From an optimization exercise on the open Yosys and OpenROAD flow, aimed at small area; shortcuts taken in it are not production practice. Only simulation tests tie the RTL to the original design; equivalence was not proved. The flow treats the clock pin as an ideal source, which a real chip does not have. Power figures rest on the tool's default switching activity, not on a simulated workload.

==> flow/design.v <==
package branch_target_buffer_pkg;
   localparam int DATA_WIDTH = 32;
   localparam logic [1:0] CTR_SNT = 2'b00;
   localparam logic [1:0] CTR_WNT = 2'b01;
   localparam logic [1:0] CTR_WT  = 2'b10;
   localparam logic [1:0] CTR_ST  = 2'b11;
endpackage
module bpred_sat_counter
(
   input  logic [1:0] ctr,
   input  logic       taken,
   input  logic       force_st,
   output logic [1:0] ctr_next
);
   always_comb begin
      ctr_next = ctr;
      if (force_st) begin
         ctr_next = branch_target_buffer_pkg::CTR_ST;
      end else if (taken) begin
         if (ctr != branch_target_buffer_pkg::CTR_ST) ctr_next = ctr + 2'd1;
      end else begin
         if (ctr != branch_target_buffer_pkg::CTR_SNT) ctr_next = ctr - 2'd1;
      end
   end
endmodule
module btb_aoi222
(
   input  logic a1, a2, b1, b2, c1, c2,
   output logic y
);
   assign y = ~((a1 & a2) | (b1 & b2) | (c1 & c2));
endmodule
module btb_nand2
(
   input  logic a, b,
   output logic y
);
   assign y = ~(a & b);
endmodule
module btb_nand3
(
   input  logic a, b, c,
   output logic y
);
   assign y = ~(a & b & c);
endmodule
module btb_nor2
(
   input  logic a, b,
   output logic y
);
   assign y = ~(a | b);
endmodule
module btb_nor3
(
   input  logic a, b, c,
   output logic y
);
   assign y = ~(a | b | c);
endmodule
module btb_nor4
(
   input  logic a, b, c, d,
   output logic y
);
   assign y = ~(a | b | c | d);
endmodule
module btb_xor2
(
   input  logic a, b,
   output logic y
);
   assign y = a ^ b;
endmodule
module btb_xnor2
(
   input  logic a, b,
   output logic y
);
   assign y = ~(a ^ b);
endmodule
module btb_a21oi
(
   input  logic a1, a2, b1,
   output logic y
);
   assign y = ~((a1 & a2) | b1);
endmodule
module btb_o21ai
(
   input  logic a1, a2, b1,
   output logic y
);
   assign y = ~((a1 | a2) & b1);
endmodule
module btb_ha
(
   input  logic a, b,
   output logic s, co
);
   assign {co, s} = {1'b0, a} + {1'b0, b};
endmodule
module btb_mux2i
(
   input  logic a0, a1, s,
   output logic y
);
   assign y = ~(s ? a1 : a0);
endmodule
module btb_mux16n
(
   input  logic [15:0] s,
   input  logic [15:0] d,
   output logic        yn
);
   logic [5:0] n;
   logic       p0, p1;
   btb_aoi222 u0 (.a1(s[0]),  .a2(d[0]),  .b1(s[1]),  .b2(d[1]),  .c1(s[2]),  .c2(d[2]),  .y(n[0]));
   btb_aoi222 u1 (.a1(s[3]),  .a2(d[3]),  .b1(s[4]),  .b2(d[4]),  .c1(s[5]),  .c2(d[5]),  .y(n[1]));
   btb_aoi222 u2 (.a1(s[6]),  .a2(d[6]),  .b1(s[7]),  .b2(d[7]),  .c1(s[8]),  .c2(d[8]),  .y(n[2]));
   btb_aoi222 u3 (.a1(s[9]),  .a2(d[9]),  .b1(s[10]), .b2(d[10]), .c1(s[11]), .c2(d[11]), .y(n[3]));
   btb_aoi222 u4 (.a1(s[12]), .a2(d[12]), .b1(s[13]), .b2(d[13]), .c1(s[14]), .c2(d[14]), .y(n[4]));
   btb_nand2  u5 (.a(s[15]), .b(d[15]), .y(n[5]));
   btb_nand3  u6 (.a(n[0]), .b(n[1]), .c(n[2]), .y(p0));
   btb_nand3  u7 (.a(n[3]), .b(n[4]), .c(n[5]), .y(p1));
   btb_nor2   u8 (.a(p0), .b(p1), .y(yn));
endmodule
module btb_tagcmp
(
   input  logic [25:0] tag_n,
   input  logic [25:0] tag,
   input  logic        valid_n,
   output logic [2:0]  grp_miss
);
   logic [26:0] mis;
   logic [8:0]  z;
   for (genvar b = 0; b < 26; b++) begin : g_b
      btb_xnor2 u_x (.a(tag_n[b]), .b(tag[b]), .y(mis[b]));
   end
   assign mis[26] = valid_n;
   for (genvar k = 0; k < 9; k++) begin : g_z
      btb_nor3 u_z (.a(mis[3*k]), .b(mis[3*k+1]), .c(mis[3*k+2]), .y(z[k]));
   end
   for (genvar k = 0; k < 3; k++) begin : g_g
      btb_nand3 u_g (.a(z[3*k]), .b(z[3*k+1]), .c(z[3*k+2]), .y(grp_miss[k]));
   end
endmodule
module btb_add32
(
   input  logic [31:0] a,
   input  logic [31:0] b,
   output logic [31:0] s
);
   logic [32:0] c;
   logic        g0;
   btb_ha u_b0 (.a(a[0]), .b(b[0]), .s(s[0]), .co(g0));
   btb_nand2 u_c1 (.a(a[0]), .b(b[0]), .y(c[1]));
   for (genvar i = 1; i < 32; i++) begin : g_b
      if (i % 2 == 1) begin : g_odd
         logic np, ng;
         btb_xnor2 u_p (.a(a[i]), .b(b[i]), .y(np));
         btb_nand2 u_g (.a(a[i]), .b(b[i]), .y(ng));
         btb_o21ai u_c (.a1(np), .a2(c[i]), .b1(ng), .y(c[i+1]));
         btb_xor2  u_s (.a(np), .b(c[i]), .y(s[i]));
      end else begin : g_even
         logic p, g;
         btb_ha    u_h (.a(a[i]), .b(b[i]), .s(p), .co(g));
         btb_a21oi u_c (.a1(p), .a2(c[i]), .b1(g), .y(c[i+1]));
         btb_xor2  u_s (.a(p), .b(c[i]), .y(s[i]));
      end
   end
endmodule
module btb_vnext
(
   input  logic clr_n,
   input  logic v,
   input  logic we,
   output logic y
);
   assign y = clr_n & (v | we);
endmodule
module branch_target_buffer
(
   input  logic        clk,
   input  logic        rst_n,
   input  logic [31:0] pc_i,
   output logic        hit_o,
   output logic        pred_taken_o,
   output logic [31:0] pred_target_o,
   input  logic        upd_valid_i,
   input  logic [31:0] upd_pc_i,
   input  logic [31:0] upd_imm_i,
   input  logic        upd_taken_i,
   input  logic        upd_jump_i,
   input  logic        flush_i
);
   logic [15:0] tbl_valid;
   logic [25:0] tbl_tag    [16];
   logic [31:0] tbl_target [16];
   logic [1:0]  tbl_ctr    [16];
   logic [15:0] lk_sel, lt_sel, up_sel;
   logic [15:0] valid_d;
   logic [15:0] we_ctr, we_tgt;
   logic        lk_valid_n, up_valid_n;
   logic [25:0] lk_tag_n, up_tag_n;
   logic [31:0] lk_target_n;
   logic        lk_ctr1_n;
   logic [1:0]  up_ctr_n;
   logic [2:0]  lk_miss, up_miss;
   logic [31:0] lk_inc_n;
   logic [3:0]  lk_taken;
   logic        up_hit;
   logic        up_tk;
   logic        up_wr;
   logic        clr_n;
   logic [1:0]  up_ctr;
   logic [1:0]  ctr_base;
   logic [1:0]  ctr_next;
   logic [31:0] up_target;
   always_comb begin
      for (int i = 0; i < 16; i++) begin
         lk_sel[i] = (pc_i[5:2] == i[3:0]);
         lt_sel[i] = (pc_i[5:2] == i[3:0]);
         up_sel[i] = (upd_pc_i[5:2] == i[3:0]);
      end
   end
   for (genvar b = 0; b < 26; b++) begin : g_tag
      logic [15:0] col;
      for (genvar i = 0; i < 16; i++) begin : g_col
         assign col[i] = tbl_tag[i][b];
      end
      btb_mux16n u_lk (.s(lk_sel), .d(col), .yn(lk_tag_n[b]));
      btb_mux16n u_up (.s(up_sel), .d(col), .yn(up_tag_n[b]));
   end
   for (genvar b = 0; b < 32; b++) begin : g_tgt
      logic [15:0] col;
      for (genvar i = 0; i < 16; i++) begin : g_col
         assign col[i] = tbl_target[i][b];
      end
      btb_mux16n u_lk (.s(lt_sel), .d(col), .yn(lk_target_n[b]));
   end
   for (genvar b = 0; b < 2; b++) begin : g_ctr
      logic [15:0] col;
      for (genvar i = 0; i < 16; i++) begin : g_col
         assign col[i] = tbl_ctr[i][b];
      end
      btb_mux16n u_up (.s(up_sel), .d(col), .yn(up_ctr_n[b]));
      if (b == 1) begin : g_lk
         btb_mux16n u_lk (.s(lk_sel), .d(col), .yn(lk_ctr1_n));
      end
   end
   btb_mux16n u_lk_valid (.s(lk_sel), .d(tbl_valid), .yn(lk_valid_n));
   btb_mux16n u_up_valid (.s(up_sel), .d(tbl_valid), .yn(up_valid_n));
   btb_tagcmp u_lk_cmp (.tag_n(lk_tag_n), .tag(pc_i[31:6]), .valid_n(lk_valid_n), .grp_miss(lk_miss));
   btb_nor3   u_hit    (.a(lk_miss[0]), .b(lk_miss[1]), .c(lk_miss[2]), .y(hit_o));
   for (genvar k = 0; k < 4; k++) begin : g_tk
      btb_nor4 u_tk (.a(lk_miss[0]), .b(lk_miss[1]), .c(lk_miss[2]), .d(lk_ctr1_n), .y(lk_taken[k]));
   end
   assign pred_taken_o = lk_taken[0];
   assign lk_inc_n = ~{pc_i[31:2] + 30'd1, pc_i[1:0]};
   for (genvar b = 0; b < 32; b++) begin : g_out
      btb_mux2i u_o (.a0(lk_inc_n[b]), .a1(lk_target_n[b]), .s(lk_taken[b / 8]), .y(pred_target_o[b]));
   end
   btb_tagcmp u_up_cmp (.tag_n(up_tag_n), .tag(upd_pc_i[31:6]), .valid_n(up_valid_n), .grp_miss(up_miss));
   assign up_hit = ~|up_miss;
   assign up_tk  = upd_taken_i || upd_jump_i;
   assign up_wr  = upd_valid_i && (up_hit || up_tk);
   assign up_ctr = ~up_ctr_n;
   assign clr_n  = rst_n && !flush_i;
   btb_add32 u_add (.a(upd_pc_i), .b(upd_imm_i), .s(up_target));
   assign ctr_base = up_hit ? up_ctr : branch_target_buffer_pkg::CTR_WNT;
   bpred_sat_counter u_ctr (
      .ctr      (ctr_base),
      .taken    (up_tk),
      .force_st (upd_jump_i),
      .ctr_next (ctr_next)
   );
   for (genvar i = 0; i < 16; i++) begin : g_ent
      assign we_ctr[i] = up_wr && up_sel[i];
      assign we_tgt[i] = upd_valid_i && up_tk && up_sel[i];
      btb_vnext u_vnext (.clr_n(clr_n), .v(tbl_valid[i]), .we(we_ctr[i]), .y(valid_d[i]));
      always_ff @(posedge clk) begin
         tbl_valid[i] <= valid_d[i];
         if (we_ctr[i]) tbl_ctr[i] <= ctr_next;
         if (we_tgt[i]) begin
            tbl_tag[i]    <= upd_pc_i[31:6];
            tbl_target[i] <= up_target;
         end
      end
   end
endmodule
==> flow/flow/run.sh <==
#!/bin/bash
# Own layout flow: the standard flow, with these changes after synthesis.
#  - ports are buffered with buf_2 instead of the flow's default buffer;
#  - placement, repair and routing may not use buffers larger than buf_6
#    (flow/dont_use.tcl, sourced before each of those steps);
#  - the clock tree uses clkbuf_8, sink clusters of up to 16 and no dummy loads.
# Synthesis is the standard one, run unchanged. Each step's output goes to its
# own log file here.
set -euo pipefail
DU=$PWD/flow/dont_use.tcl
bash standard.sh synth > synth.log 2>&1
bash standard.sh \
   "BUFFER_PORTS_ARGS=-buffer_cell sky130_fd_sc_hd__buf_2" \
   "CTS_ARGS=-sink_clustering_enable -repair_clock_nets -dont_use_dummy_load -buf_list sky130_fd_sc_hd__clkbuf_8 -sink_clustering_size 16 -sink_clustering_max_diameter 100" \
   "PRE_GLOBAL_PLACE_TCL=$DU" "PRE_RESIZE_TCL=$DU" "PRE_DETAIL_PLACE_TCL=$DU" \
   "PRE_CTS_TCL=$DU" "PRE_GLOBAL_ROUTE_TCL=$DU" "PRE_REPAIR_TIMING_POST_PLACE_TCL=$DU" \
   finish > finish.log 2>&1
==> flow/flow/dont_use.tcl <==
set_dont_use {sky130_fd_sc_hd__buf_8 sky130_fd_sc_hd__buf_12 sky130_fd_sc_hd__buf_16 sky130_fd_sc_hd__bufbuf_8 sky130_fd_sc_hd__bufbuf_16 sky130_fd_sc_hd__clkdlybuf4s50_1 sky130_fd_sc_hd__clkdlybuf4s50_2}
==> flow/standard.sh <==
#!/bin/bash
# synth_recipe.tcl (not shown) runs the flow's synth.tcl, then flattens the netlist and writes it again
# the make line also repeats each setting of config.mk as NAME=value (left out here)
make -C /OpenROAD-flow-scripts/flow DESIGN_CONFIG=/design/flow/config.mk WORK_HOME=/design/flow/orfs CLKGATE_MAP_FILE= SYNTH_SCRIPT=/design/flow/synth_recipe.tcl "${@:-finish}"
==> flow/config.mk <==
export PLATFORM = sky130hd
export DESIGN_NAME = branch_target_buffer
export DESIGN_NICKNAME = branch_target_buffer
export VERILOG_FILES = /design/flow/design.v
export SDC_FILE = /design/flow/constraint.sdc
export NUM_CORES = 4
export LEC_CHECK = 0
export CAP_MARGIN = 20
export CORE_MARGIN = 2
export CORE_UTILIZATION = 60
export SLEW_MARGIN = 20
export SYNTH_HIERARCHICAL = 1
==> flow/constraint.sdc <==
create_clock -name core_clock -period 7.0 [get_ports {clk}]
set_input_delay 1.4000 -clock core_clock [delete_from_list [all_inputs] [get_ports {clk}]]
set_output_delay 1.4000 -clock core_clock [all_outputs]
set_load 0.01 [all_outputs]
==> run summary, run 1 <==
- DR DRC count: 0
- Antenna violations before repair: 4
- Placer Congestion: between 0.8 and 0.9
- Ys Warns: 11
- CP endpoint: pred_target_o[31]
- Die X: 257 um
- Post-DRT Antenna Nets: 0
- Number of setup violations in the final report: 0
- Top_reg_cell synth: edfxtp_1
- Hold slack: approximately 490 ps
- Multi-input logic area: 9620 um^2
- Drt wl/cell: approximately 36 um
- CTS tree: built
- Register area: ~29000 um^2
- R2R Path Start: tbl_tag[0][16]$_DFFE_PP_
- Setup Skew: 32.5 ps
- Critical Path Fanout Max: 20
- 1st-iter DRT viols: 6490
- Crit start category: input pin
- GR Overflow Total: 0
- Syn-to-layout area delta: 11.1%
- Critical path arrival: between 5000 and 6000 ps
- Crit. End Element: primary output
- Crit Path Class: in -> out
- Seq/Total Area, Yosys: 76.0%
- Clock transition at path regs: 100 ps
- FMAX: 145 MHz
- Final worst-path cycle share: 98.5%
- Worst Hold Class: reg -> reg
- Routed vias/inst: 7.63
- Skew-Pair Late Insertion Delay: 710 ps
- Ys async rst share: 0%
- Lkg Pwr: ~0.014 uW
- Max-slew violation count: 0
- CP required: 5600 ps
- Area leader, netlist: edfxtp_1
- Share of cells above drive strength 1: ~17%
- R2R depth: 11
- Top post-synthesis cells by area: edfxtp_1 (75%), a222oi_1 (12%), nand3_1 (2.6%)
- Clock sink count: 976
- Number of synthesized flops with an enable pin: 960
- FILL cells: roughly 4300
- RR Endpoint: tbl_ctr[15][0]$_DFFE_PP_
- Via count: 26500
- Vert. Die Dim: 257 um
- Outcome: complete, no violations
- Power, Total: 10300 uW
- Hold Crit Start: tbl_valid[10]$_DFF_P_
- DP HPWL: 75500 um
- Mapped Avg Cell Area: 17.4 um^2
- Port Buffers: 135
- Max_cap viols: 0
- Maximum VDD drop: 0.192 mV
- Syn nets: 2330
- Starting Density: approximately 61%
- Pin count of the biggest net entering global routing: 46
- Post-synthesis cell count: 2208
- Core Box Area: 63200 um^2
- Num rows: 92
- 1st-pass router iterations: 11
- Top Ports: 136
- Vias in the first global route: 26000
- Synthesized area: 38400 um^2
- Worst slew pin tran: 1210 ps
- Number of CTS-inserted buffers: 70
- Die area: roughly 66000 um^2
- Synth cell count leaders: edfxtp_1 (960), a222oi_1 (445), nand3_1 (202), nor2_1 (129), nand2_1 (126)
- Yosys top cell area share: 75.1%
- Most instantiated library cell after synthesis: edfxtp_1
- Distinct cells, synth: 35
- Worst Setup SP: pc_i[2]
- # nets final: 2747
- Min Tclk post-route: just under 7000 ps
- Total Wirelength: approximately 130000 um
- Hold Fails Final Rpt: 0
- Worst reg-to-reg setup slack: roughly 3400 ps
- First-pass GRT wire length: 178000 um
- Slew Limit Headroom: 19.1%
- Flops & latches, synth: 976
- Power density over the cells: 242 nW/um^2
- Gr usage total: 37.7%
==> cell usage in the layout, fill, tap and decap left out, types with 3 or more instances in the layout <==
cell and n:
a21oi_2 10, a21oi_4 5, a222oi_1 445, and2_4 10, and3_1 5, and3_4 3, buf_1 96, buf_2 208
buf_4 42, buf_6 3, clkbuf_8 70, dfxtp_1 16, diode_2 3, edfxtp_1 960, ha_1 20, inv_1 21
mux2i_1 32, nand2_1 126, nand3_1 202, nand4_1 8, nand4_4 3, nor2_1 111, nor2_4 16, nor2b_1 6
nor3_1 3, nor3_2 19, nor4_4 6, o21a_1 16, o21ai_1 3, o21ai_2 11, xnor2_1 70, xor2_1 40
xor2_2 13, xor2_4 4
==> area by class of cell <==
class                   count  share of cell area [%]
flip-flops and latches    976                    68.4
multi-input cells        1206                    22.6
repair buffers            349                    4.11
well taps                 846                    2.48
clock buffers              70                    2.26
inverters                  22                   0.197
diodes                      3                  0.0176
==> Yosys stat by module, one instance, submodules excluded, excerpt <==
| module | copies in the design | cells | flops+latches |
|---|---|---|---|
| btb_o21ai | 15 | 1 | 0 |
| btb_a21oi | 15 | 1 | 0 |
| btb_xnor2 | 68 | 1 | 0 |
| btb_nor2 | 89 | 1 | 0 |
| btb_nor3 | 19 | 1 | 0 |
| btb_xor2 | 31 | 1 | 0 |
| btb_ha | 16 | 1 | 0 |
| bpred_sat_counter | 1 | 7 | 0 |
==> repair_timing <==
action / CTS / global route
hold buffers: 0 / 0
pin swaps: 0 / 16
setup buffers: 0 / 8
endpoints found under the setup margin: 48 / 96
gates cloned: 0 / 1
gates resized for setup: 4 / 26
==> worst max-delay path, cell delays in order <==
cell and delay (ps):
buf_2 200, ha_1 300, nor3b_4 260, buf_2 460, buf_4 440, a222oi_1 180, nand3_1 130, nor2_1 60
xnor2_1 130, nor3_2 290, nand3_1 120, buf_1 270, nor4_4 300, buf_2 450, mux2i_1 300, buf_2 180
==> flip-flops by register name, summed over array words and instances (netlist names) <==
signal and flops:
tbl_tag 416, tbl_valid 16, tbl_target 512, tbl_ctr 32
==> stage by stage <==
stage / worst slack [ps] / instances / utilization (%) / cell area [um^2] / setup TNS [ps]
3_3_place_gp: -737 / 3387 / 65.3 / 41300 / -43480
5_1_grt: -25.1 / 3470 / 67.4 / 42600 / -191
6_report: 105 / 3472 / 67.5 / 42600 / 0
4_1_cts: 9.95 / 3459 / 67.0 / 42300 / 0
3_5_place_dp: -1000 / 3389 / 65.4 / 41300 / -70530
2_1_floorplan: 98.8 / 2208 / - / 38400 / 0
==> per-layer routing <==
metal	global-route usage, %	wire length [um]	vias to the layer above
met5	0	0	-
met4	16.8	6050	0
met3	7.86	17800	404
met2	58.6	57600	2306
met1	52.2	44500	13200
li1	-	-	10600
==> worst min-delay path by stage <==
| stage | to | slack, ps | depth (start not counted) |
|---|---|---|---|
| 3_5_place_dp | tbl_valid[8]$_DFF_P_ | 470 | 1 |
| 6_report | tbl_valid[10]$_DFF_P_ | 490 | 1 |
| 4_1_cts | tbl_valid[8]$_DFF_P_ | 490 | 1 |
| 5_1_grt | tbl_valid[8]$_DFF_P_ | 500 | 1 |
| 3_3_place_gp | tbl_valid[0]$_DFF_P_ | 460 | 1 |
| 2_1_floorplan | tbl_valid[0]$_DFF_P_ | 450 | 1 |
==> cell families after synthesis <==
kind of cell / after synthesis / share of synthesized area (%)
xor gates and xnor gates: 127 / 2.90
buffers and inverters: 27 / 0.277
and+or+nand+nor: 532 / 6.86
muxes: 32 / 0.835
DFF: 976 / 76.0
AOI/OAI and AO/OA: 494 / 12.5
adders and majority gates: 20 / 0.652
==> where the power goes <==
group          internal [uW]  switching, uW  total, uW  leakage [uW]
logic                    278            694        973       0.00432
clock network            903           1720       2620      0.000503
registers               6680           37.0       6720       0.00882
==> inputs of run 2 (changes only) <==
==> flow/flow/run.sh (replaced) <==
#!/bin/bash
# Own layout flow: the standard flow, with these changes after synthesis.
#  - ports are buffered with buf_1 instead of the flow's default buffer;
#  - placement, repair and routing may not use buffers larger than buf_6
#    (flow/dont_use.tcl, sourced before each of those steps);
#  - the clock tree uses clkbuf_8, sink clusters of up to 14 within 60 um and no dummy loads.
# Synthesis is the standard one, run unchanged. Each step's output goes to its
# own log file here.
set -euo pipefail
DU=$PWD/flow/dont_use.tcl
bash standard.sh synth > synth.log 2>&1
bash standard.sh \
   "BUFFER_PORTS_ARGS=-buffer_cell sky130_fd_sc_hd__buf_1" \
   "CTS_ARGS=-sink_clustering_enable -repair_clock_nets -dont_use_dummy_load -buf_list sky130_fd_sc_hd__clkbuf_8 -sink_clustering_size 14 -sink_clustering_max_diameter 60" \
   "PRE_GLOBAL_PLACE_TCL=$DU" "PRE_RESIZE_TCL=$DU" "PRE_DETAIL_PLACE_TCL=$DU" \
   "PRE_CTS_TCL=$DU" "PRE_GLOBAL_ROUTE_TCL=$DU" "PRE_REPAIR_TIMING_POST_PLACE_TCL=$DU" \
   finish > finish.log 2>&1
--- a/flow/config.mk
+++ b/flow/config.mk
@@ -8,5 +8,5 @@
 export CAP_MARGIN = 20
 export CORE_MARGIN = 2
-export CORE_UTILIZATION = 60
+export CORE_UTILIZATION = 50
 export SLEW_MARGIN = 20
 export SYNTH_HIERARCHICAL = 1
==> run summary, run 2 <==
- Vias in the first global route: 25600
- CP required: between 5000 and 6000 ps
- Port Buffers: around 140
- Worst Hold Class: reg -> reg
- Starting Density: 50.5%
- 1st-iter DRT viols: 5314
- Vert. Die Dim: approximately 280 um
- Hold Fails Final Rpt: 0
- GR Overflow Total: 0
- Largest family of logic cells by synthesized area: compound AO/OA/AOI/OAI gates
- Synth Area in Compound Gates: about 13%
- Number of CTS-inserted buffers: 82
- Sw Ratio: between 20% and 30%
- Outcome: complete, no violations
- Die X: 281 um
- Number of synthesized flops with an enable pin: 960
- Internal power: 8000 uW
- Antenna violations before repair: 3
- Setup TNS: 0 ps
- Top_reg_cell synth: edfxtp_1
- Critical path, cell by cell: buf_1 > inv_1 > ha_1 > and2_4 > a222oi_1 > nand3_1 > nor2_1 > xnor2_1 > nor3_2 > nand3_1 > nor4_4 > buf_4 > mux2i_1 > buf_1
- Simple-gate portion of the synthesized area: 6.86%
- # nets final: ~2800
- Power, Total: between 10000 and 15000 uW
- Worst path slowest cell: a222oi_1
- Syn-to-layout area delta: 11.6%
- Seq/Total Area, Yosys: 76.0%
- RR Endpoint: tbl_ctr[5][0]$_DFFE_PP_
- Most instantiated library cell after synthesis: edfxtp_1
- CTS tree: built
- Worst reg-to-reg setup slack: 3320 ps
- Synth cell count leaders: edfxtp_1 (960), a222oi_1 (445), nand3_1 (202), nor2_1 (129), nand2_1 (126)
- Max-slew violation count: 0
- Flops & latches, synth: about 980
- Power density over the cells: 245 nW/um^2
- Final worst-path cycle share: a little over nine tenths
- Placer Congestion: 0.881
- CP Buf/Inv Count: 4
- Critical path arrival: about 5400 ps
- Skew-Pair Late Insertion Delay: 730 ps
- Multiplexer area fraction after synthesis: less than 1%
- Critical Path Fanout Max: 38
- Syn nets: 2330
- Crit start category: input pin
- Most frequent cells in the layout: edfxtp_1 (960), a222oi_1 (445), buf_1 (220)
- Routed vias/inst: 7.07
- Sw power: 2490 uW
- 1st-pass router iterations: 13
- Die area: 79000 um^2
- DR DRC count: 0
- Commonest non-fill, non-tap cell in the layout: edfxtp_1
- DP HPWL: 77000 um
- Setup Skew: about 63 ps
- Lkg Pwr: 0.0134 uW
- Post-route cell area: between 40000 and 50000 um^2
- Seq pwr share: 64.1%
- Post-Place Cell Area: 41400 um^2
- Ys Warns: 11
- Ys async rst share: 0%
- Top post-synthesis cells by area: edfxtp_1 (75%), a222oi_1 (12%), nand3_1 (2.6%)
- Drt wl/cell: 34.2 um
- Core Box Area: approximately 76000 um^2
- Hold slack: ~490 ps
- Crit. End Element: primary output
- Synthesized area: between 30000 and 40000 um^2
- Area leader, netlist: edfxtp_1
- Xor/xnor share of the synthesized area: between 2 and 3%
- Yosys top cell area share: 75.1%
- Top Ports: 136
- Number of setup violations in the final report: 0
- R2R Path Start: tbl_tag[0][16]$_DFFE_PP_
- Share of cells above drive strength 1: 12.3%
- Worst Hold Depth: 1
- Gate power share: 9.1%
- Kind of cell adding the most delay to the critical path: simple AND/OR/NAND/NOR gates
- Mapped Avg Cell Area: 17.4 um^2
- Pin count of the biggest net entering global routing: 43
- Clock sink count: 976
- Top Registers: tbl_target: 512 flops, tbl_tag: 416 flops, tbl_ctr: 32 flops
- Worst slew pin tran: between 1000 and 1500 ps
- Hold Crit Start: tbl_valid[13]$_DFF_P_
- Clock transition at path regs: 90 ps
- FMAX: between 100 and 150 MHz
- Gr usage total: 31.5%
- Maximum VDD drop: roughly 0.2 mV
- Post-DRT Antenna Nets: 0
- R2R depth: 11
- CP peak stage delay: 510 ps
- Min Tclk post-route: 6830 ps
- Total Wirelength: 126000 um
- Post-synthesis cell count: 2208
- Num rows: 101
- Max reg flops: 512
- Slew Limit Headroom: between 10% and 20%
- Via count: between 20000 and 30000
- Max_cap viols: 0
- First-pass GRT wire length: 177000 um
- Power share of the clock group: 26.9%
- Synth Area in Adders: 0.652%
- Worst min-delay path endpoint: tbl_valid[13]$_DFF_P_
- Distinct cells, synth: 35
- Top reg by flops: tbl_target
- Crit Path Class: in -> out
- RSZ-0062 raised after global routing: false
[run 2: cell counts after synthesis]
Identical to the previous run, type by type.
[run 2: power groups by stage]
stage	clock network, uW	registers, uW	logic, uW
after floorplan	0	6840	484
after global placement	0	6850	876
after detailed placement	0	6850	901
final	2820	6720	949
after global routing	3050	6730	1010
after CTS	2840	6720	908
[run 2: routing by layer]
metal	global-route usage, %	wire length (um)	vias to the layer above
li1	-	-	10600
met1	42.1	46500	13200
met2	51.7	60200	1905
met3	6.07	14700	275
met4	11.2	4210	2
met5	0.813	87	-
[run 2: repair_timing]
action,in CTS,in global routing
pin swaps,0,15
resized for setup,5,18
setup endpoints to repair,48,136
hold buffers,0,0
hold endpoints to repair,0,0
setup buffers,0,10
cloned,0,1
[run 2: worst max path at each step]
stage	cells after the start	slack (ps)	start	to
2_1_floorplan	32	100	upd_pc_i[1]	tbl_target[0][31]$_DFFE_PP_
3_3_place_gp	36	-950	upd_imm_i[0]	tbl_target[6][31]$_DFFE_PP_
4_1_cts	36	2	upd_imm_i[0]	tbl_target[14][31]$_DFFE_PP_
5_1_grt	35	8	upd_pc_i[2]	tbl_target[6][31]$_DFFE_PP_
6_report	14	170	pc_i[2]	pred_target_o[3]
3_5_place_dp	36	-1160	upd_imm_i[0]	tbl_target[1][31]$_DFFE_PP_
[run 2: final cells by class]
cell class | count | area, um^2
antenna | 4 | 10.0
clock buffer | 82 | 1130
fill | 6033 | 33100
inverter | 22 | 83.8
multi-input combinational | 1206 | 9550
sequential | 976 | 29100
tap | 1030 | 1290
timing repair buffer | 356 | 1610
[run 2: per-stage QoR]
stage / cells / util [%] / worst slack [ps]
3_5_place_dp: 3578 / 54.5 / -1160
5_1_grt: 3673 / 56.4 / 7.57
6_report: 3676 / 56.4 / 169
3_3_place_gp: 3577 / 54.5 / -946
2_1_floorplan: 2208 / - / 98.8
4_1_cts: 3660 / 56.1 / 1.57
[run 2: cells by family after synthesis]
logic type | after synthesis
adder cells (fa/ha/maj) | 20
multiplexers | 32
XOR/XNOR | 127
AND/OR/NAND/NOR | 532
flip-flops | 976
AO/OA/AOI/OAI | 494
buffers and inverters | 27
[run 2: worst reg2reg max path, stage by stage (launching register included)]
cell	delay (ps)
edfxtp_1	400
a222oi_1	380
nand3_1	180
nor2_1	140
xnor2_1	90
nor3_2	280
nand3_1	400
nor3_1	470
nand2_1	170
nand2b_1	170
a21oi_1	120
buf_1	530
[run 2: Yosys stat by module, one instance, submodules excluded, excerpt]
module	copies in the design	cells
bpred_sat_counter	1	7
btb_vnext	16	1
btb_nand3	184	1
btb_xnor2	68	1
btb_nor3	19	1
btb_aoi222	445	1
btb_nand2	105	1
branch_target_buffer	1	1162
btb_xor2	31	1
btb_ha	16	1
btb_o21ai	15	1
btb_nor2	89	1
btb_a21oi	15	1
btb_mux2i	32	1
btb_nor4	4	1
==> inputs of run 3 (changes only) <==
--- a/flow/flow/run.sh
+++ b/flow/flow/run.sh
@@ -1,5 +1,5 @@
 #!/bin/bash
 # Own layout flow: the standard flow, with these changes after synthesis.
-#  - ports are buffered with buf_1 instead of the flow's default buffer;
+#  - ports are buffered with buf_2 instead of the flow's default buffer;
 #  - placement, repair and routing may not use buffers larger than buf_6
 #    (flow/dont_use.tcl, sourced before each of those steps);
@@ -11,5 +11,5 @@
 bash standard.sh synth > synth.log 2>&1
 bash standard.sh \
-   "BUFFER_PORTS_ARGS=-buffer_cell sky130_fd_sc_hd__buf_1" \
+   "BUFFER_PORTS_ARGS=-buffer_cell sky130_fd_sc_hd__buf_2" \
    "CTS_ARGS=-sink_clustering_enable -repair_clock_nets -dont_use_dummy_load -buf_list sky130_fd_sc_hd__clkbuf_8 -sink_clustering_size 14 -sink_clustering_max_diameter 60" \
    "PRE_GLOBAL_PLACE_TCL=$DU" "PRE_RESIZE_TCL=$DU" "PRE_DETAIL_PLACE_TCL=$DU" \
--- a/flow/config.mk
+++ b/flow/config.mk
@@ -8,5 +8,5 @@
 export CAP_MARGIN = 20
 export CORE_MARGIN = 2
-export CORE_UTILIZATION = 50
+export CORE_UTILIZATION = 55
 export SLEW_MARGIN = 20
 export SYNTH_HIERARCHICAL = 1
==> run summary, run 3 <==
- FMAX: 146 MHz
- Clock sink count: around 1000
- First-pass GRT wire length: 177000 um
- Top Ports: 136
- R2R Path Start: tbl_tag[3][10]$_DFFE_PP_
- Hold Crit Start: tbl_valid[7]$_DFF_P_
- Post-synthesis cell count: 2208
- Ys async rst share: 0%
- Placer Congestion: about 0.89
- Core Box Area: 68800 um^2
- Critical Path Fanout Max: 45
- Skew-Pair Late Insertion Delay: 720 ps
- Worst Hold Class: reg -> reg
- Share of cells above drive strength 1: 16.7%
- CP required: 5600 ps
- Die X: between 200 and 300 um
- Setup TNS: 0 ps
- Post-DRT Antenna Nets: 0
- Power density over the cells: approximately 250 nW/um^2
- Crit start category: input pin
- Max-slew violation count: 0
- Crit. End Element: primary output
- Total Wirelength: 126000 um
- Vias in the first global route: 25300
- Port Buffers: 135
- Ys Warns: 11
- Most instantiated library cell after synthesis: edfxtp_1
- Antenna violations before repair: 3
- Area leader, netlist: edfxtp_1
- Routed vias/inst: 7.34
- R2R depth: 11
- Hold Fails Final Rpt: 0
- Vert. Die Dim: 268 um
- Starting Density: 55.7%
- Top post-synthesis cells by area: edfxtp_1 (75%), a222oi_1 (12%), nand3_1 (2.6%)
- Distinct cells, synth: 35
- Post-Place Cell Area: roughly 41000 um^2
- Yosys top cell area share: between 70% and 80%
- Post-route cell area: 42700 um^2
- Worst Hold Depth: 1
- Worst reg-to-reg setup slack: approximately 3400 ps
- Seq/Total Area, Yosys: 76.0%
- Placed Cells: 3434
- # nets final: 2726
- Fin cells: around 3500
- Number of synthesized flops with an enable pin: 960
- Critical path arrival: 5440 ps
- 1st-iter DRT viols: 5305
- Synth cell count leaders: edfxtp_1 (960), a222oi_1 (445), nand3_1 (202), nor2_1 (129), nand2_1 (126)
- Top_reg_cell synth: edfxtp_1
- DR DRC count: 0
- Synthesized area: 38400 um^2
- Num rows: 96
- Outcome: complete, no violations
- Min Tclk post-route: ~6800 ps
- Slew Limit Headroom: 14.4%
- Final worst-path cycle share: 97.7%
- Die area: 71900 um^2
- DP HPWL: 73000 um
- Gr usage total: 34.9%
- Clock transition at path regs: 90 ps
- Number of setup violations in the final report: 0
- Most frequent cells in the layout: edfxtp_1 (960), a222oi_1 (445), buf_2 (203)
- GR Overflow Total: 0
- Top reg by flops: tbl_target
- Syn-to-layout area delta: 11.4%
- Number of CTS-inserted buffers: 81
- Commonest non-fill, non-tap cell in the layout: edfxtp_1
- RR Endpoint: tbl_ctr[14][0]$_DFFE_PP_
- Max reg flops: between 500 and 600
- Via count: 25900
- Post-cts hold buffer count: 0
- Drt wl/cell: 35.7 um
- Power, Total: 10500 uW
- Setup Skew: between 60 and 70 ps
- Worst min-delay path endpoint: tbl_valid[7]$_DFF_P_
- 1st-pass router iterations: 10
- Flops & latches, synth: 976
- Crit Path Class: in -> out
- Worst slew pin tran: 1280 ps
- Hold slack: 493 ps
- Max_cap viols: 0
- Mapped Avg Cell Area: 17.4 um^2
- Maximum VDD drop: 0.190 mV
- Pin count of the biggest net entering global routing: 46
- Syn nets: 2330
- Lkg Pwr: 0.0136 uW
- CTS tree: built
- Top Registers: tbl_target: 512 flops, tbl_tag: 416 flops, tbl_ctr: 32 flops
[run 3: cell counts after synthesis]
No cell type changed its count.
[run 3: final cells by class]
type	count	area, um^2
diodes	2	5.00
clock buffers	81	1110
fillers	5146	26100
inverters	22	83.8
multi-input cells	1206	9600
flip-flops and latches	976	29100
well taps	931	1160
repair buffers	317	1610
[run 3: kinds of logic after synthesis]
logic type,Yosys count,synth area share (%)
adder cells (fa/ha/maj),20,0.652
AO/OA/AOI/OAI,494,12.5
multiplexers,32,0.835
flip-flops,976,76.0
buffers and inverters,27,0.277
XOR/XNOR,127,2.90
AND/OR/NAND/NOR,532,6.86
[run 3: worst max path at each step]
stage,cells after the start,startpoint,slack (ps),end
2_1_floorplan,32,upd_pc_i[1],100,tbl_target[0][31]$_DFFE_PP_
3_3_place_gp,37,upd_imm_i[1],-1130,tbl_target[12][31]$_DFFE_PP_
3_5_place_dp,37,upd_pc_i[1],-1320,tbl_target[13][31]$_DFFE_PP_
4_1_cts,38,upd_pc_i[1],80,tbl_target[14][31]$_DFFE_PP_
5_1_grt,38,upd_pc_i[1],-7,tbl_target[14][31]$_DFFE_PP_
6_report,13,pc_i[2],160,pred_target_o[27]
[run 3: modules after synthesis, one instance, submodules excluded, a selection]
module | cells | cell area (um^2) | flops+latches
btb_o21ai | 1 | 5.00 | 0
btb_xor2 | 1 | 8.76 | 0
btb_aoi222 | 1 | 10.0 | 0
btb_nand2 | 1 | 3.75 | 0
bpred_sat_counter | 7 | 36.3 | 0
btb_mux2i | 1 | 10.0 | 0
branch_target_buffer | 1162 | 30300 | 976
btb_nand3 | 1 | 5.00 | 0
btb_nor3 | 1 | 10.0 | 0
btb_a21oi | 1 | 8.76 | 0
btb_ha | 1 | 12.5 | 0
btb_nor4 | 1 | 12.5 | 0
btb_xnor2 | 1 | 8.76 | 0
btb_vnext | 1 | 7.51 | 0
btb_nor2 | 1 | 3.75 | 0
[run 3: report_power, final]
group          internal, uW  switching (uW)  leakage (uW)  total, uW
logic                   283             698       0.00423        981
registers              6680            35.5       0.00882       6720
clock network          1040            1760      0.000582       2790
total                  8000            2490        0.0136      10500
[run 3: per-stage QoR]
stage,setup slack [ps],utilization (%)
after CTS,77.3,61.7
after floorplan,98.8,-
final,160,62.1
after global routing,-6.65,62.1
after detailed placement,-1320,59.9
after global placement,-1130,59.9
[run 3: critical path, cell delays in order]
cell	delay, ps
buf_2	190
ha_1	300
and3b_4	980
a222oi_1	170
nand3_1	210
nor2_1	70
xnor2_1	140
nor3_2	260
nand3_1	340
nor4_4	350
buf_4	310
mux2i_1	420
buf_2	220
[run 3: routing by layer]
metal  routed length (um)  track usage [%]  up-vias
met2                58600             55.0     2019
li1                     -                -    10500
met3                16200             6.95      318
met1                46600             48.4    13100
met5                    0            0.338        -
met4                 4680             13.5        0
[run 3: repair_timing]
action                                  in CTS  in global routing
pin swaps                                    1                 15
cloned                                       0                  1
buffers inserted                             3                 14
resized for setup                           10                 16
endpoints found under the setup margin      48                129
==> inputs of run 4 (changes only) <==
--- a/flow/config.mk
+++ b/flow/config.mk
@@ -8,5 +8,5 @@
 export CAP_MARGIN = 20
 export CORE_MARGIN = 2
-export CORE_UTILIZATION = 55
+export CORE_UTILIZATION = 45
 export SLEW_MARGIN = 20
 export SYNTH_HIERARCHICAL = 1
==> run summary, run 4 <==
- Post-Place Cell Area: roughly 42000 um^2
- Flops & latches, synth: ~980
- Hold Fails Final Rpt: 0
- Share of cells above drive strength 1: ~17%
- Max reg flops: 512
- Port Buffers: 135
- 1st-iter DRT viols: 5053
- Worst slew pin tran: around 1200 ps
- Slew Limit Headroom: 22.7%
- Min Tclk post-route: a little under 7000 ps
- Synth cell count leaders: edfxtp_1 (960), a222oi_1 (445), nand3_1 (202), nor2_1 (129), nand2_1 (126)
- Crit. End Element: primary output
- Gate power share: 9.1%
- Sw power: 2490 uW
- Top Ports: 136
- Ys async rst share: 0%
- Antenna violations before repair: 3
- Setup Skew: 64.9 ps
- Gr usage total: 28.1%
- Vias in the first global route: 25100
- Area leader, netlist: edfxtp_1
- Vert. Die Dim: 296 um
- Synthesized area: ~38000 um^2
- Num rows: 107
- Critical path, cell by cell: buf_2 > nor2b_1 > and2_4 > a222oi_1 > nand3_1 > nor2_1 > xnor2_1 > nor3_2 > nand3_1 > nor4_4 > buf_2 > mux2i_1 > buf_2
- Die area: 87600 um^2
- RSZ-0062 raised after global routing: false
- Top post-synthesis cells by area: edfxtp_1 (75%), a222oi_1 (12%), nand3_1 (2.6%)
- Internal power: 8020 uW
- CP peak stage delay: 860 ps
- Kind of cell adding the most delay to the critical path: simple AND/OR/NAND/NOR gates
- Clock transition at path regs: 60 ps
- Syn nets: 2330
- R2R depth: 10
- RR Endpoint: tbl_ctr[13][1]$_DFFE_PP_
- DP HPWL: around 74000 um
- Syn-to-layout area delta: 12.4%
- Post-route cell area: 43100 um^2
- Critical path arrival: 5440 ps
- Crit start category: input pin
- Outcome: complete, no violations
- Top Registers: tbl_target: 512 flops, tbl_tag: 416 flops, tbl_ctr: 32 flops
- Setup TNS: 0 ps
- CTS tree: built
- Worst reg-to-reg setup slack: 3410 ps
- Drt wl/cell: between 30 and 40 um
- DR DRC count: 0
- Crit Path Class: in -> out
- Ys Warns: 11
- Starting Density: 45.2%
- Sw Ratio: 23.7%
- Most frequent cells in the layout: edfxtp_1 (960), a222oi_1 (445), nand3_1 (202)
- R2R Path Start: tbl_tag[9][10]$_DFFE_PP_
- Skew-Pair Late Insertion Delay: 730 ps
- Worst path slowest cell: and2_4
- Routed vias/inst: 6.81
- Number of setup violations in the final report: 0
- Top_reg_cell synth: edfxtp_1
- Maximum VDD drop: 0.0990 mV
- Worst Setup SP: pc_i[4]
- Top reg by flops: tbl_target
- Worst Hold Class: reg -> reg
- Clock sink count: 976
- Total Wirelength: between 100000 and 150000 um
- GR Overflow Total: 0
- CP Buf/Inv Count: 3
- Power share of the clock group: 27.0%
- First-pass GRT wire length: approximately 180000 um
- Max-slew violation count: 0
- Max_cap viols: 0
- Via count: 25700
- Power, Total: 10500 uW
- Core Box Area: 84900 um^2
- Lkg Pwr: 0.0137 uW
- 1st-pass router iterations: 10
- FMAX: 146 MHz
- Yosys top cell area share: 75.1%
- Critical Path Fanout Max: 47
- Pin count of the biggest net entering global routing: 53
- Die X: 296 um
- Cell mode on critical path: buf_2
- Seq pwr share: 63.9%
- Number of synthesized flops with an enable pin: between 900 and 1000
- Seq/Total Area, Yosys: 76.0%
- # nets final: 2743
- Worst Hold Depth: 1
- Final worst-path cycle share: 97.8%
- Worst min-delay path endpoint: tbl_valid[4]$_DFF_P_
- Most instantiated library cell after synthesis: edfxtp_1
- Hold Crit Start: tbl_valid[4]$_DFF_P_
- Placer Congestion: 0.853
- Power density over the cells: around 240 nW/um^2
- Number of CTS-inserted buffers: 83
- Commonest non-fill, non-tap cell in the layout: edfxtp_1
- Post-synthesis cell count: between 2000 and 2500
- Post-DRT Antenna Nets: 0
- CP required: 5600 ps
- Distinct cells, synth: 35
- Mapped Avg Cell Area: between 15 and 20 um^2
- Hold slack: approximately 500 ps
==> run 4: worst max path at each step <==
stage / end / cells after the start
after floorplan: tbl_target[0][31]$_DFFE_PP_ / 32
after global placement: tbl_target[10][31]$_DFFE_PP_ / 36
after detailed placement: tbl_target[2][31]$_DFFE_PP_ / 36
after CTS: tbl_target[15][27]$_DFFE_PP_ / 33
after global routing: pred_target_o[29] / 13
final: pred_target_o[29] / 13
==> run 4: timing repair <==
item,4_1_cts,5_1_grt
endpoints found under the setup margin,64,128
gates resized for setup,6,18
cloned,0,1
setup buffers,0,10
pin swaps,0,13
hold buffers,0,0
==> run 4: routing by layer <==
metal / vias up / GRT usage, % / wire length (um)
li1: 10600 / - / -
met1: 13000 / 38.3 / 46400
met2: 1840 / 45.4 / 58700
met3: 279 / 5.21 / 15200
met4: 2 / 10.4 / 4450
met5: - / 0 / 12
==> run 4: area by class of cell <==
| cell class | instances | area [um^2] |
|---|---|---|
| Inverter | 22 | 83.8 |
| Clock buffer | 83 | 1140 |
| Tap cell | 1144 | 1430 |
| Multi-Input combinational cell | 1206 | 9610 |
| Sequential cell | 976 | 29100 |
| Timing Repair Buffer | 332 | 1720 |
| Fill cell | 7062 | 41700 |
| Antenna cell | 4 | 10.0 |
==> run 4: cell families after synthesis <==
kind of cell,Yosys count,share of synthesized area [%]
XOR/XNOR,127,2.90
multiplexers,32,0.835
AND/OR/NAND/NOR,532,6.86
adder cells (fa/ha/maj),20,0.652
buffers and inverters,27,0.277
AO/OA/AOI/OAI,494,12.5
flip-flops,976,76.0
==> run 4: modules after synthesis, one instance, submodules excluded, excerpt <==
| module | flops+latches | cells inside | copies in the design |
|---|---|---|---|
| btb_mux2i | 0 | 1 | 32 |
| btb_nor4 | 0 | 1 | 4 |
| btb_nand2 | 0 | 1 | 105 |
| branch_target_buffer | 976 | 1162 | 1 |
| btb_nand3 | 0 | 1 | 184 |
| btb_xnor2 | 0 | 1 | 68 |
| btb_xor2 | 0 | 1 | 31 |
==> run 4: power groups by stage <==
stage	registers [uW]	clock network (uW)	logic, uW
after floorplan	6840	0	484
after global placement	6850	0	875
after detailed placement	6850	0	901
after CTS	6720	2870	909
after global routing	6730	3080	1020
final	6720	2840	958
==> run 4: stage by stage <==
stage	setup WS, ps	utilization (%)	std cells
after floorplan	98.8	-	2208
after global placement	-995	49.0	3664
after detailed placement	-1110	49.0	3665
after CTS	50.4	50.4	3748
after global routing	10.5	50.8	3764
final	157	50.8	3767
==> inputs of run 5 (changes only) <==
--- a/flow/config.mk
+++ b/flow/config.mk
@@ -8,5 +8,6 @@
 export CAP_MARGIN = 20
 export CORE_MARGIN = 2
-export CORE_UTILIZATION = 45
+export CORE_UTILIZATION = 50
+export GPL_ROUTABILITY_DRIVEN = 0
 export SLEW_MARGIN = 20
 export SYNTH_HIERARCHICAL = 1
==> run summary, run 5 <==
- Antenna violations before repair: 4
- Port Buffers: 135
- Vert. Die Dim: 281 um
- Synth Area in Compound Gates: 12.5%
- # nets final: 2728
- Post-synthesis cell count: around 2200
- Xor/xnor share of the synthesized area: 2.90%
- Top Ports: roughly 140
- Number of synthesized flops with an enable pin: 960
- CP required: between 5000 and 6000 ps
- Post-layout util: 56.4%
- Num rows: 101
- Crit Path Class: in -> out
- Post-DRT Antenna Nets: 0
- Sw power: 2510 uW
- Setup ws final: 157 ps
- Most frequent cells in the layout: edfxtp_1 (960), a222oi_1 (445), nand3_1 (202), buf_2 (202), nand2_1 (125)
- Share of cells above drive strength 1: ~17%
- Core Box Area: 75900 um^2
- Min Tclk post-route: 6840 ps
- Post-cts hold buffer count: 0
- Largest family of logic cells by synthesized area: compound AO/OA/AOI/OAI gates
- Simple-gate portion of the synthesized area: slightly below 7%
- Yosys top cell area share: 75.1%
- Gate power share: 9.1%
- Fin cells: 3637
- Worst Hold Class: reg -> reg
- Slew Limit Headroom: 19.9%
- Area leader, netlist: edfxtp_1
- Hold Fails Final Rpt: 0
- 1st-pass router iterations: 11
- Internal power: about 8000 uW
- FMAX: 146 MHz
- First-pass GRT wire length: 179000 um
- Worst Setup SP: pc_i[5]
- Worst reg-to-reg setup slack: 3660 ps
- Top Registers: tbl_target: 512 flops, tbl_tag: 416 flops, tbl_ctr: 32 flops
- Top post-synthesis cells by area: edfxtp_1 (75%), a222oi_1 (12%), nand3_1 (2.6%)
- Total Wirelength: 127000 um
- Clock transition at path regs: approximately 90 ps
- GR Overflow Total: 0
- Max reg flops: 512
- Critical Path Fanout Max: 44
- DP HPWL: 73600 um
- FILL cells: 6006
- Register area: 29100 um^2
- Synthesized area: about 38000 um^2
- Syn nets: 2330
- Max_cap viols: 0
- Multiplexer area fraction after synthesis: 0.835%
- R2R depth: 11
- Critical path arrival: 5440 ps
- 1st-iter DRT viols: 5514
- Synth cell count leaders: edfxtp_1 (960), a222oi_1 (445), nand3_1 (202), nor2_1 (129), nand2_1 (126)
- Crit start category: input pin
- Post-route cell area: 42900 um^2
- Placed Cells: 3543
- Outcome: complete, no violations
- Seq pwr share: between 60% and 70%
- Commonest non-fill, non-tap cell in the layout: edfxtp_1
- Pin count of the biggest net entering global routing: 47
- Seq/Total Area, Yosys: 76.0%
- Setup Skew: 45.4 ps
- Top reg by flops: tbl_target
- Worst slew pin tran: between 1000 and 1500 ps
- Lkg Pwr: approximately 0.014 uW
- Post-Place Cell Area: 41400 um^2
- DR DRC count: 0
- Sw Ratio: 23.8%
- Maximum VDD drop: 0.192 mV
- Power density over the cells: approximately 250 nW/um^2
- Power share of the clock group: 27.0%
- Vias in the first global route: 25500
- Hold slack: 491 ps
- Multi-input logic area: 9580 um^2
- Final worst-path cycle share: slightly below 100%
- Mapped Avg Cell Area: 17.4 um^2
- Crit. End Element: primary output
- Clock sink count: roughly 980
- CTS tree: built
- Via count: 26100
- Gr usage total: 31.9%
- Ys async rst share: 0%
- CP endpoint: pred_target_o[6]
- Skew-Pair Late Insertion Delay: between 700 and 800 ps
- RR Endpoint: tbl_ctr[6][0]$_DFFE_PP_
- R2R Path Start: tbl_tag[3][16]$_DFFE_PP_
- Starting Density: around half
- Max-slew violation count: 0
- Synth Area in Adders: 0.652%
- Most instantiated library cell after synthesis: edfxtp_1
- Syn-to-layout area delta: 11.7%
- Number of setup violations in the final report: 0
- Distinct cells, synth: 35
- Die area: 79000 um^2
- Top_reg_cell synth: edfxtp_1
- Dpl ws: -1040 ps
- Number of CTS-inserted buffers: 83
- Routed vias/inst: 7.17
- Drt wl/cell: 35.1 um
- Flops & latches, synth: 976
- Die X: 281 um
- Ys Warns: 11
[run 5: power by group through the flow]
stage | combinational [uW] | clock [uW] | sequential (uW)
finish | 959 | 2850 | 6720
floorplan | 484 | 0 | 6840
global placement | 882 | 0 | 6850
detailed placement | 904 | 0 | 6850
global route | 1020 | 3060 | 6730
CTS | 912 | 2880 | 6720
[run 5: layout make-up]
cell class / instances / share of cell area [%]
Inverter: 22 / 0.196
Clock buffer: 83 / 2.67
Tap cell: 1030 / 3.01
Sequential cell: 976 / 68.0
Multi-Input combinational cell: 1206 / 22.4
Antenna cell: 3 / 0.0175
Timing Repair Buffer: 317 / 3.74
[run 5: metrics by stage]
stage                     power (uW)  TNS, ps
after detailed placement        7760   -69410
final                          10500        0
after floorplan                 7330        0
after global placement          7730   -49720
after CTS                      10500    -4.24
after global routing           10800     -264
[run 5: how the worst min path moves through the flow]
| stage | start | end | slack [ps] | cells past startpoint |
|---|---|---|---|---|
| after global routing | tbl_valid[5]$_DFF_P_ | tbl_valid[5]$_DFF_P_ | 510 | 1 |
| after global placement | tbl_valid[14]$_DFF_P_ | tbl_valid[14]$_DFF_P_ | 460 | 1 |
| after floorplan | tbl_valid[0]$_DFF_P_ | tbl_valid[0]$_DFF_P_ | 450 | 1 |
| after CTS | tbl_valid[5]$_DFF_P_ | tbl_valid[5]$_DFF_P_ | 490 | 1 |
| final | tbl_valid[10]$_DFF_P_ | tbl_valid[10]$_DFF_P_ | 490 | 1 |
| after detailed placement | tbl_valid[12]$_DFF_P_ | tbl_valid[12]$_DFF_P_ | 470 | 1 |
[run 5: per-layer routing]
metal | GRT usage (%) | vias to the layer above | routed length, um
met2 | 51.0 | 1987 | 59600
met4 | 12.6 | 2 | 4920
met5 | 0 | - | 13
met3 | 6.50 | 320 | 16100
li1 | - | 10600 | -
met1 | 43.2 | 13200 | 46900
[run 5: cell families after synthesis]
group           count (synthesis)
simple gates                  532
fa+ha+maj                      20
buf+inv                        27
flops                         976
mux                            32
compound gates                494
xor+xnor                      127
[run 5: what timing repair did]
action                     4_1_cts  5_1_grt
gates resized for setup          4       20
setup buffers                    0        6
pin swaps                        1       14
setup endpoints to repair       48      112
cloned                           0        1
[run 5: critical path: stages]
cell and delay (ps):
buf_2 260, nor2b_1 330, and2_4 790, a222oi_1 210
nand3_1 170, nor2_1 90, xnor2_1 140, nor3_2 380
nand3_1 420, nor4_4 360, buf_2 370, mux2i_1 300
buf_2 170
[run 5: per-module statistics from Yosys, one instance, submodules excluded, a selection]
| module | times used | cells |
|---|---|---|
| bpred_sat_counter | 1 | 7 |
| branch_target_buffer | 1 | 1162 |
| btb_a21oi | 15 | 1 |
| btb_aoi222 | 445 | 1 |
| btb_ha | 16 | 1 |
| btb_mux2i | 32 | 1 |
| btb_nand2 | 105 | 1 |
| btb_nor2 | 89 | 1 |
| btb_nor3 | 19 | 1 |
| btb_nor4 | 4 | 1 |
| btb_o21ai | 15 | 1 |
| btb_vnext | 16 | 1 |
| btb_xnor2 | 68 | 1 |
| btb_xor2 | 31 | 1 |
==> inputs of run 6 (changes only) <==
--- a/flow/config.mk
+++ b/flow/config.mk
@@ -9,5 +9,5 @@
 export CORE_MARGIN = 2
 export CORE_UTILIZATION = 50
-export GPL_ROUTABILITY_DRIVEN = 0
+export GPL_TIMING_DRIVEN = 0
 export SLEW_MARGIN = 20
 export SYNTH_HIERARCHICAL = 1
==> run summary, run 6 <==
- Number of CTS-inserted buffers: 80
- Setup Skew: 37.4 ps
- Multi-input logic area: 9650 um^2
- Placer Congestion: between 0.7 and 0.8
- Syn nets: 2330
- Post-layout util: between 50% and 60%
- CP peak stage delay: 480 ps
- Vert. Die Dim: 281 um
- Die X: around 280 um
- FILL cells: around 5900
- Critical path arrival: roughly 5500 ps
- Worst Hold Class: reg -> reg
- CP Buf/Inv Count: 5
- Gr usage total: 31.3%
- Max_cap viols: 0
- Syn-to-layout area delta: 12.3%
- Busiest grt layer: met2
- Top post-synthesis cells by area: edfxtp_1 (75%), a222oi_1 (12%), nand3_1 (2.6%)
- Top_reg_cell synth: edfxtp_1
- Drt wl/cell: 35.3 um
- Top Ports: 136
- Number of setup violations in the final report: 0
- Worst slew pin tran: 1150 ps
- Slew Limit Headroom: ~23%
- Final worst-path cycle share: a little over nine tenths
- Share of cells above drive strength 1: 18.0%
- Most frequent cells in the layout: edfxtp_1 (960), a222oi_1 (445), nand3_1 (199)
- Commonest non-fill, non-tap cell in the layout: edfxtp_1
- Num rows: 101
- Max reg flops: 512
- Skew-Pair Late Insertion Delay: 710 ps
- Port Buffers: 135
- 1st-iter DRT viols: ~5100
- Number of synthesized flops with an enable pin: 960
- CP required: 5600 ps
- FMAX: 145 MHz
- Critical path, cell by cell: buf_2 > buf_2 > nor2b_1 > and2_4 > clkbuf_8 > a222oi_1 > nand3_1 > nor2_1 > xnor2_1 > nor3_2 > nand3_4 > nor4_4 > buf_4 > mux2i_1 > buf_2
- Kind of cell adding the most delay to the critical path: simple AND/OR/NAND/NOR gates
- Routed vias/inst: 7.15
- Hold Fails Final Rpt: 0
- Yosys top cell area share: approximately 75%
- Post-synthesis cell count: 2208
- WP depth: 15
- Synthesized area: 38400 um^2
- Fin cells: 3568
- Area leader, netlist: edfxtp_1
- Worst path slowest cell: and2_4
- Ys async rst share: 0%
- Synth cell count leaders: edfxtp_1 (960), a222oi_1 (445), nand3_1 (202), nor2_1 (129), nand2_1 (126)
- M3 GR Usage: 6.51%
- Clock transition at path regs: 90 ps
- Dpl ws: -2240 ps
- Flops & latches, synth: 976
- Total Wirelength: 126000 um
- Antenna violations before repair: 7
- Max-slew violation count: 0
- Most instantiated library cell after synthesis: edfxtp_1
- Outcome: complete, no violations
- Worst Hold Depth: 1
- CTS tree: built
- Met2 Use GR: around 49%
- Register area: approximately 29000 um^2
- 1st-pass router iterations: 12
- DR DRC count: 0
- Setup ws final: 88.4 ps
- Core Box Area: approximately 76000 um^2
- Power density over the cells: 242 nW/um^2
- Pin count of the biggest net entering global routing: 41
- Met1 GRT Util: 43.4%
- Crit Path Class: in -> out
- Hold slack: 488 ps
- Lkg Pwr: ~0.014 uW
- # nets final: 2659
- Crit. End Element: primary output
- GR Overflow Total: 0
- Starting Density: 50.5%
- Die area: 79000 um^2
- Post-cts hold buffer count: 0
- Vias in the first global route: 24700
- Post-route cell area: 43100 um^2
- Post-DRT Antenna Nets: 0
- Via count: around 26000
- R2R depth: 10
- Critical Path Fanout Max: 35
- First-pass GRT wire length: between 150000 and 200000 um
- Seq/Total Area, Yosys: 76.0%
- Mapped Avg Cell Area: 17.4 um^2
- Top reg by flops: tbl_target
- Placed Cells: roughly 3500
- DP HPWL: 76300 um
- Min Tclk post-route: 6910 ps
- Top Registers: tbl_target: 512 flops, tbl_tag: 416 flops, tbl_ctr: 32 flops
- Maximum VDD drop: between 0.1 and 0.15 mV
- Clock sink count: 976
- Post-Place Cell Area: 41500 um^2
- Ys Warns: 11
- Crit start category: input pin
- Distinct cells, synth: 35
- Cell mode on critical path: buf_2
run 6: final cells by class:
cell class | instances | share of cell area, %
sequential | 976 | 67.7
multi-input combinational | 1211 | 22.4
timing repair buffer | 241 | 4.12
tap | 1030 | 2.99
clock buffer | 80 | 2.56
inverter | 22 | 0.203
buffer | 5 | 0.0581
antenna | 3 | 0.0174
run 6: per-layer routing:
layer | part of all wire, % | vias up
met5 | 0.0095 | -
met4 | 4.3 | 2
met3 | 13 | 350
met2 | 45 | 1939
met1 | 37 | 12800
li1 | - | 10400
run 6: kinds of logic (layout without fill, tap and decap cells):
kind of cell	Yosys count	count (layout)	share of synthesized area, %
AOI/OAI and AO/OA	494	494	12.5
xor gates and xnor gates	127	127	2.90
adders and majority gates	20	20	0.652
buffers and inverters	27	348	0.277
DFF	976	976	76.0
muxes	32	32	0.835
other	0	3	0
and+or+nand+nor	532	538	6.86
run 6: final timing paths:
path,startpoint,end,slack (ps)
max,pc_i[5],pred_target_o[11],90
min,tbl_valid[10]$_DFF_P_,tbl_valid[10]$_DFF_P_,490
max reg2reg,tbl_tag[0][16]$_DFFE_PP_,tbl_ctr[6][0]$_DFFE_PP_,3540
min reg2reg,tbl_valid[10]$_DFF_P_,tbl_valid[10]$_DFF_P_,490
run 6: stage by stage:
step | TNS, ps | power [uW]
6_report | 0 | 10400
5_1_grt | -1.10 | 10700
4_1_cts | 0 | 10400
3_5_place_dp | -223810 | 7710
3_3_place_gp | -1579630 | 7670
2_1_floorplan | 0 | 7330
run 6: timing repair:
action / in CTS / in global routing
resized for setup: 24 / 26
gates cloned: 6 / 3
setup buffers: 10 / 3
pin swaps: 8 / 10
endpoints found under the setup margin: 150 / 127
run 6: report_power, final:
group	internal (uW)	switching, uW	leakage, uW
Clock	1020	1740	0.000575
Combinational	267	661	0.00422
Sequential	6680	35.3	0.00882
run 6: per-module statistics from Yosys, one instance, submodules excluded, a selection:
| module | flops+latches | times used |
|---|---|---|
| btb_aoi222 | 0 | 445 |
| btb_nand3 | 0 | 184 |
| btb_nor3 | 0 | 19 |
| btb_xor2 | 0 | 31 |
| btb_vnext | 0 | 16 |
| btb_o21ai | 0 | 15 |
| btb_nor4 | 0 | 4 |
| btb_xnor2 | 0 | 68 |
| btb_mux2i | 0 | 32 |
==> inputs of run 7 (changes only) <==
--- a/flow/config.mk
+++ b/flow/config.mk
@@ -9,5 +9,4 @@
 export CORE_MARGIN = 2
 export CORE_UTILIZATION = 50
-export GPL_TIMING_DRIVEN = 0
 export SLEW_MARGIN = 20
 export SYNTH_HIERARCHICAL = 1
==> run summary, run 7 <==
- Worst slew pin tran: 1190 ps
- Critical path arrival: 5440 ps
- Most frequent cells in the layout: edfxtp_1 (960), a222oi_1 (445), nand3_1 (202), buf_2 (202), nand2_1 (125)
- Top reg by flops: tbl_target
- GR Overflow Total: 0
- Flops & latches, synth: 976
- Worst Hold Depth: 1
- Die area: a little under 80000 um^2
- Max-slew violation count: 0
- DP HPWL: 73600 um
- Lkg Pwr: 0.0136 uW
- 1st-iter DRT viols: 5514
- Top_reg_cell synth: edfxtp_1
- Worst min-delay path endpoint: tbl_valid[10]$_DFF_P_
- RR Endpoint: tbl_ctr[6][0]$_DFFE_PP_
- R2R Path Start: tbl_tag[3][16]$_DFFE_PP_
- CP required: 5600 ps
- Port Buffers: 135
- Power density over the cells: around 250 nW/um^2
- Cell mode on critical path: buf_2
- Syn-to-layout area delta: 11.7%
- Antenna violations before repair: 4
- Top Registers: tbl_target: 512 flops, tbl_tag: 416 flops, tbl_ctr: 32 flops
- Commonest non-fill, non-tap cell in the layout: edfxtp_1
- Top Ports: roughly 140
- Outcome: complete, no violations
- WP depth: 13
- Synth cell count leaders: edfxtp_1 (960), a222oi_1 (445), nand3_1 (202), nor2_1 (129), nand2_1 (126)
- Die X: 281 um
- Seq/Total Area, Yosys: 76.0%
- Setup Skew: 45.4 ps
- CP peak stage delay: roughly 800 ps
- Crit start category: input pin
- Number of setup violations in the final report: 0
- First-pass GRT wire length: 179000 um
- Min Tclk post-route: between 6000 and 7000 ps
- # nets final: about 2700
- Crit Path Class: in -> out
- Max reg flops: 512
- Via count: 26100
- Hold Fails Final Rpt: 0
- Drt wl/cell: 35.1 um
- Clock sink count: 976
- Total Wirelength: 127000 um
- Routed vias/inst: ~7.2
- Worst reg-to-reg setup slack: 3660 ps
- Critical path, cell by cell: buf_2 > nor2b_1 > and2_4 > a222oi_1 > nand3_1 > nor2_1 > xnor2_1 > nor3_2 > nand3_1 > nor4_4 > buf_2 > mux2i_1 > buf_2
- Placer Congestion: 0.869
- Gr usage total: 31.9%
- FMAX: ~150 MHz
- Post-synthesis cell count: ~2200
- Dpl ws: -1040 ps
- Setup ws final: 157 ps
- Post-route cell area: 42900 um^2
- Final worst-path cycle share: a little over nine tenths
- Vert. Die Dim: 281 um
- R2R depth: 11
- Worst path slowest cell: and2_4
- FILL cells: 6006
- Mapped Avg Cell Area: about 17 um^2
- Skew-Pair Late Insertion Delay: 730 ps
- Kind of cell adding the most delay to the critical path: simple AND/OR/NAND/NOR gates
- Hold Crit Start: tbl_valid[10]$_DFF_P_
- Number of synthesized flops with an enable pin: 960
- Share of cells above drive strength 1: 16.7%
- Worst Hold Class: reg -> reg
- Most instantiated library cell after synthesis: edfxtp_1
- Starting Density: 50.5%
- Setup TNS: 0 ps
- Number of CTS-inserted buffers: 83
- Placed Cells: 3543
- Pin count of the biggest net entering global routing: 47
- Max_cap viols: 0
- Crit. End Element: primary output
- Ys Warns: 11
- Syn nets: 2330
- Fin cells: 3637
- CTS tree: built
- Slew Limit Headroom: 19.9%
- Critical Path Fanout Max: 44
- Hold slack: roughly 500 ps
- 1st-pass router iterations: 11
- Post-Place Cell Area: between 40000 and 50000 um^2
- Yosys top cell area share: 75.1%
- Synthesized area: 38400 um^2
- Clock transition at path regs: 90 ps
- DR DRC count: 0
- Multi-input logic area: around 9600 um^2
- Core Box Area: 75900 um^2
- Top post-synthesis cells by area: edfxtp_1 (75%), a222oi_1 (12%), nand3_1 (2.6%)
- Maximum VDD drop: 0.192 mV
- Num rows: around 100
- Vias in the first global route: 25500
- Register area: 29100 um^2
- Post-DRT Antenna Nets: 0
- Ys async rst share: 0%
- Area leader, netlist: edfxtp_1
- CP Buf/Inv Count: 3
- Distinct cells, synth: 35
## run 7: cells by family after synthesis
| group | synth area share, % |
|---|---|
| flip-flops | 76.0 |
| AND/OR/NAND/NOR | 6.86 |
| AO/OA/AOI/OAI | 12.5 |
| XOR/XNOR | 2.90 |
| multiplexers | 0.835 |
| buffers and inverters | 0.277 |
| adder cells (fa/ha/maj) | 0.652 |
## run 7: worst max-delay path by stage
stage                       startpoint                          end  slack, ps
final                          pc_i[5]             pred_target_o[6]        160
after CTS                 upd_imm_i[0]  tbl_target[3][30]$_DFFE_PP_       -0.9
after global routing       upd_pc_i[2]  tbl_target[4][31]$_DFFE_PP_        -30
after detailed placement  upd_imm_i[0]  tbl_target[5][31]$_DFFE_PP_      -1040
after global placement     upd_pc_i[0]  tbl_target[4][31]$_DFFE_PP_       -840
after floorplan            upd_pc_i[1]  tbl_target[0][31]$_DFFE_PP_        100
## run 7: final cells by class
type,count,area share [%]
inverters,22,0.196
well taps,1030,3.01
clock buffers,83,2.67
multi-input cells,1206,22.4
diodes,3,0.0175
repair buffers,317,3.74
flip-flops and latches,976,68.0
## run 7: what timing repair did
item	in CTS	in global routing
hold buffers	0	0
setup buffers	0	6
gates resized for setup	4	20
cloned	0	1
pin swaps	1	14
setup endpoints to repair	48	112
## run 7: worst reg2reg max path, stage by stage (launching register included)
cell and delay (ps):
edfxtp_1 400, a222oi_1 400, nand3_1 130, nor2_1 150
xnor2_1 90, nor3_2 280, nand3_1 350, nor3_1 500
nand2_1 180, nand2b_1 180, a21oi_1 130, buf_2 320
## run 7: modules after synthesis (local to each module, per instance), excerpt
module | flip-flops and latches | times used
btb_nand3 | 0 | 184
btb_a21oi | 0 | 15
btb_nor4 | 0 | 4
btb_nor2 | 0 | 89
btb_ha | 0 | 16
btb_xnor2 | 0 | 68
btb_vnext | 0 | 16
btb_nor3 | 0 | 19
btb_aoi222 | 0 | 445
## run 7: layer usage
layer | up-vias | track usage (%) | wire length, um
met5 | - | 0 | 13
met4 | 2 | 12.6 | 4920
met3 | 320 | 6.50 | 16100
met2 | 1987 | 51.0 | 59600
met1 | 13200 | 43.2 | 46900
li1 | 10600 | - | -
## run 7: power breakdown
part	switching, uW	internal [uW]
Combinational	687	272
Clock	1780	1060
Sequential	36.3	6680
Total	2510	8020
## run 7: through the flow
step	power, uW	utilization, %
finish	10500	56.4
global route	10800	56.4
CTS	10500	56.1
detailed placement	7760	54.5
global placement	7730	54.5
floorplan	7330	-

-- static timing again, ports no longer ideal --
No port has a modelled driver above. Below, the same layouts with a new extraction and two added sets of constraints. Step 1 sets driving cells, clkbuf_16 on the clock port and buf_2 on the other inputs (assumed; they add their load-dependent delay and slew). Step 2 moves the port delays by t, midway between the first and last clock arrival at a register: inputs arrive t later, outputs are due t later. That takes back most of the time a late clock gives input paths. Slacks: ideal ports / drivers / drivers and shift; pairs: ideal ports / drivers.
run	t (ns)	setup WS [ns]	hold slack, ns	clock arrival spread, ns	worst register clock-pin slew, ns
run 1	0.752	0.105 / 0.080 / -0.362	0.492 / 0.492 / 0.492	0.043 / 0.043	0.11 / 0.11
run 2	0.766	0.169 / 0.131 / -0.324	0.491 / 0.491 / 0.491	0.063 / 0.063	0.10 / 0.10
run 3	0.754	0.160 / 0.132 / -0.438	0.493 / 0.493 / 0.493	0.067 / 0.067	0.09 / 0.09
run 4	0.762	0.157 / 0.131 / -0.224	0.489 / 0.489 / 0.489	0.077 / 0.077	0.09 / 0.09
run 5	0.754	0.157 / 0.130 / -0.410	0.491 / 0.491 / 0.491	0.066 / 0.066	0.10 / 0.10
run 6	0.753	0.088 / 0.062 / -0.442	0.488 / 0.488 / 0.488	0.049 / 0.048	0.10 / 0.10
run 7	0.754	0.157 / 0.130 / -0.410	0.491 / 0.491 / 0.491	0.066 / 0.066	0.10 / 0.10
With both steps, setup timing fails in every run listed, where it was met with ideal ports. The setup slack of run 3, which loses most, moves by -0.028 ns with the drivers and by -0.598 ns with both steps.
